From an optimization exercise on the open Yosys and OpenROAD flow, aimed at small area, a short achievable clock period and few clock cycles per item; shortcuts taken in it are not production practice.
Only simulation tests tie the RTL to the original design; equivalence was not proved.
No activity file was given, so power comes from the tool's default toggle rates.

==> flow/design.v (excerpt) <==
module bucketed_hash_set #(
    parameter int SLOTS = DEF_SLOTS_PER_BUCKET
) (
    input  logic             i_clk,
    input  logic             i_rst_n,
    input  logic             i_req_valid,
    output logic             o_req_ready,
    input  logic [CMD_W-1:0] i_req_command,
    input  logic [KEY_W-1:0] i_req_key,
    output logic             o_rsp_valid,
    input  logic             i_rsp_ready,
    output logic [STS_W-1:0] o_rsp_status
);
    localparam int CAP = 7;
    logic             r_ready;
    logic [2:0]       r_cnt;
    logic [CAP-1:0]   r_occ;
    logic [CAP-1:0][STS_W-1:0] r_q;
    logic             w_acc, w_pop;
    logic [CAP-1:0]   w_occ_sh;
    logic [CAP-1:0][STS_W-1:0] w_q_sh;
    logic             s1_v, s2_v, s3_v;
    logic [CMD_W-1:0] s1_cmd, s2_cmd, s3_cmd;
    logic [KEY_W-1:0] s1_key;
    logic [11:0]      s1_m3p;
    logic [11:0]      w0_m3p;
  ...
==> flow/config.mk <==
export PLATFORM = sky130hd
export DESIGN_NAME = bucketed_hash_set
export DESIGN_NICKNAME = bucketed_hash_set
export VERILOG_FILES = /design/flow/design.v
export SDC_FILE = /design/flow/constraint.sdc
export NUM_CORES = 4
export LEC_CHECK = 0
export CAP_MARGIN = 20
export CORE_MARGIN = 2
export CORE_UTILIZATION = 40
export CTS_CLUSTER_DIAMETER = 100
export CTS_CLUSTER_SIZE = 25
export SLEW_MARGIN = 20
export SYNTH_MEMORY_MAX_BITS = 16384
export TNS_END_PERCENT = 10
==> flow/constraint.sdc <==
create_clock -name core_clock -period 8.5 [get_ports {i_clk}]
set_input_delay 1.7000 -clock core_clock [delete_from_list [all_inputs] [get_ports {i_clk}]]
set_output_delay 1.7000 -clock core_clock [all_outputs]
set_load 0.01 [all_outputs]
standard.sh (not shown) runs the stock make flow with config.mk's settings and CLKGATE_MAP_FILE= SYNTH_SCRIPT=/design/flow/synth_recipe.tcl, a recipe that flattens the netlist after the stock synthesis.
==> flow/flow/run.sh <==
#!/bin/bash
set -euo pipefail
bash standard.sh SETUP_SLACK_MARGIN=5.55 finish > flow_make.log 2>&1
Testbench counts at the start, summed over its fixed seeds: cycles 24,216, items 24,000.
Change:
==> flow/flow/run.sh (replaced) <==
#!/bin/bash
set -euo pipefail
bash standard.sh SETUP_SLACK_MARGIN=5.4 finish > flow_make.log 2>&1
TNS_END_PERCENT = default   (was 10)
Result: Sequential power stays flat. First-iteration DRC count came out higher by 7.4%. Cell area stays flat. Cell count stays flat. Wire length came out lower by 0.70%. Via count came out higher by 0.38%. Worst hold slack loses 0.012 ns. Worst setup slack gains 0.045 ns. Total power came out lower by 0.36%.

---

Setup of v17:
Starting RTL as in the previous note.
Settings: LEC_CHECK=0, CAP_MARGIN=20, CORE_MARGIN=2, CORE_UTILIZATION=40, CTS_CLUSTER_DIAMETER=100, CTS_CLUSTER_SIZE=20, SETUP_SLACK_MARGIN=5.0, SLEW_MARGIN=20, SYNTH_MEMORY_MAX_BITS=16384; clock period 8.5 ns.
run.sh (not shown) runs the stock make flow with config.mk's settings and CLKGATE_MAP_FILE= SYNTH_SCRIPT=/design/flow/synth_recipe.tcl, a recipe that flattens the netlist after the stock synthesis.
Stock flow here: none of the scripts above is used.
Testbench counts of v17, summed over its fixed seeds: cycles 24,216, items 24,000.
Inputs modified between v17 and v6:
- a deleted SETUP_SLACK_MARGIN that had been 5.0
==> flow/flow/run.sh (new file) <==
#!/bin/bash
set -euo pipefail
bash standard.sh SETUP_SLACK_MARGIN=5.3 finish > flow_make.log 2>&1
==> flow/standard.sh (new file) <==
#!/bin/bash
# synth_recipe.tcl (not shown) runs the flow's synth.tcl, then flattens the netlist and writes it again
# the make line also repeats each setting of config.mk as NAME=value (left out here)
make -C /OpenROAD-flow-scripts/flow DESIGN_CONFIG=/design/flow/config.mk WORK_HOME=/design/flow/orfs CLKGATE_MAP_FILE= SYNTH_SCRIPT=/design/flow/synth_recipe.tcl "${@:-finish}"
removed: flow/run.sh
Findings:
Compared with v17, v6 shows clock group share of total power lower by 0.2 points. Both conditions hold for v6: the flow ran to the end and the final layout passed the timing, DRC and antenna checks. Compared with v17, in v6 maximum frequency shows an increase of about 7.5%; layout overhead on the synthesized area shows an increase of 0.98 points; non-clock buffer share of cell area shows an increase of 0.58 points; smallest setup slack after layout shows an increase of 250 ps; hold slack shows a reduction of 22 ps.
### v6 -> v30
- putting TNS_END_PERCENT at 10 where nothing was set
- swapping 20 for 25 in CTS_CLUSTER_SIZE
==> flow/flow/run.sh <==
#!/bin/bash
set -euo pipefail
bash standard.sh SETUP_SLACK_MARGIN=5.4 finish > flow_make.log 2>&1
No stage failed in v30, and the final checks on the layout all came back clean. No stage failed in v6, and the final checks on the layout all came back clean. Timing startpoint of the critical path = s2_sel[17]: v30; timing startpoint of the critical path = s2_sel[8]: v6. Delta(global-route wire length before repair, v30 - v6) < 0. v30 against v6: die area ~0 delta; cell total after placement essentially unchanged; number of antenna violations at the first check in global routing shows a reduction of 1; design area has decreased; relative contribution of combinational cells to total power climbed 0.3 points. [compare] base=v6 new=v30: wire length on met3 went down; utilization went down; number of clock-tree buffers in the layout went down; worst-case setup margin in the final layout went up; average detailed-routed wire length per instance went up.

---

== rev 12 ==
Another version of the RTL of bucketed_hash_set (not shown whole).
Size: about 13000 cells after synthesis, roughly 6000 flip-flops.
==> flow/config.mk <==
export PLATFORM = sky130hd
export DESIGN_NAME = bucketed_hash_set
export DESIGN_NICKNAME = bucketed_hash_set
export VERILOG_FILES = /design/flow/design.v
export SDC_FILE = /design/flow/constraint.sdc
export NUM_CORES = 4
export LEC_CHECK = 0
export CAP_MARGIN = 20
export CORE_MARGIN = 2
export CORE_UTILIZATION = 40
export CTS_CLUSTER_DIAMETER = 100
export CTS_CLUSTER_SIZE = 20
export SLEW_MARGIN = 20
export SYNTH_MEMORY_MAX_BITS = 16384
==> flow/constraint.sdc <==
create_clock -name core_clock -period 8.5 [get_ports {i_clk}]
set_input_delay 1.7000 -clock core_clock [delete_from_list [all_inputs] [get_ports {i_clk}]]
set_output_delay 1.7000 -clock core_clock [all_outputs]
set_load 0.01 [all_outputs]
standard.sh (not shown) runs the stock make flow with config.mk's settings and CLKGATE_MAP_FILE= SYNTH_SCRIPT=/design/flow/synth_recipe.tcl, a recipe that flattens the netlist after the stock synthesis.
==> flow/flow/run.sh <==
#!/bin/bash
set -euo pipefail
bash standard.sh SETUP_SLACK_MARGIN=5.3 finish > flow_make.log 2>&1
Testbench counts of rev 12, summed over its fixed seeds: cycles 24,216, items 24,000.
#### Input delta (rev 13 over rev 12)
- SETUP_SLACK_MARGIN: unset -> 5.0
==> flow/run.sh (new file) <==
#!/bin/bash
# synth_recipe.tcl (not shown) runs the flow's synth.tcl, then flattens the netlist and writes it again
# the make line also repeats each setting of config.mk as NAME=value (left out here)
make -C /OpenROAD-flow-scripts/flow DESIGN_CONFIG=/design/flow/config.mk WORK_HOME=/design/flow/orfs CLKGATE_MAP_FILE= SYNTH_SCRIPT=/design/flow/synth_recipe.tcl finish
removed: flow/flow/run.sh
removed: flow/standard.sh
Results
Compared to rev 12, rev 13 reaches a lower achievable clock.
The growth of design area from synthesis to finish in rev 13 sits 1.0 points below the value recorded for rev 12.
Compared with rev 12, in rev 13 fraction of met1 tracks used by global routing saw a decrease, wire length of the first global-routing pass saw little to no change, cell count saw a decrease, worst path required time saw an increase, design area saw a decrease.
Diff rev 12..rev 13 | wire length on met2 | negligible
Against rev 12, number of buffers added for setup after CTS in rev 13 fell by more than a quarter.
Flip-flop and latch count: rev 13 vs rev 12 identical
Against rev 12, count of clock-buffer cells in the layout in rev 13 fell slightly.

[afterwards: timing with drivers on the ports]
How much do the figures lean on ideal ports? The routed layouts below were timed once more, with nothing changed but the port constraints.
Step 1 assumes that a clkbuf_16 drives the clock port and a buf_2 every other input.
Step 2 times the ports against the registers' clock, not the clock port: input delays grow and output delays shrink by t, the midpoint of the rising clock arrivals with the driver on.
Slacks: ideal ports / drivers / drivers and shift; pairs: ideal ports / drivers.
run	shift t [ns]	setup WS [ns]	latest minus earliest clock arrival (ns)	slew at the worst register clock pin (ns)
the first run of note 1	1.082	5.209 / 5.209 / 4.558	0.074 / 0.074	0.11 / 0.11
the second run of note 1	1.054	5.254 / 5.254 / 4.453	0.108 / 0.109	0.11 / 0.11
v17	1.087	4.916 / 4.916 / 4.112	0.086 / 0.085	0.09 / 0.09
v6	1.092	5.165 / 5.165 / 4.556	0.087 / 0.088	0.09 / 0.09
v30	1.085	5.220 / 5.215 / 4.387	0.076 / 0.076	0.11 / 0.11
rev 12	1.109	4.971 / 4.971 / 4.616	0.081 / 0.081	0.10 / 0.10
rev 13	1.102	4.947 / 4.947 / 4.459	0.106 / 0.107	0.09 / 0.09
After both steps every run listed still meets setup and hold. For v30, which loses most, drivers alone change the setup slack by -0.005 ns; drivers and shift together by -0.833 ns.
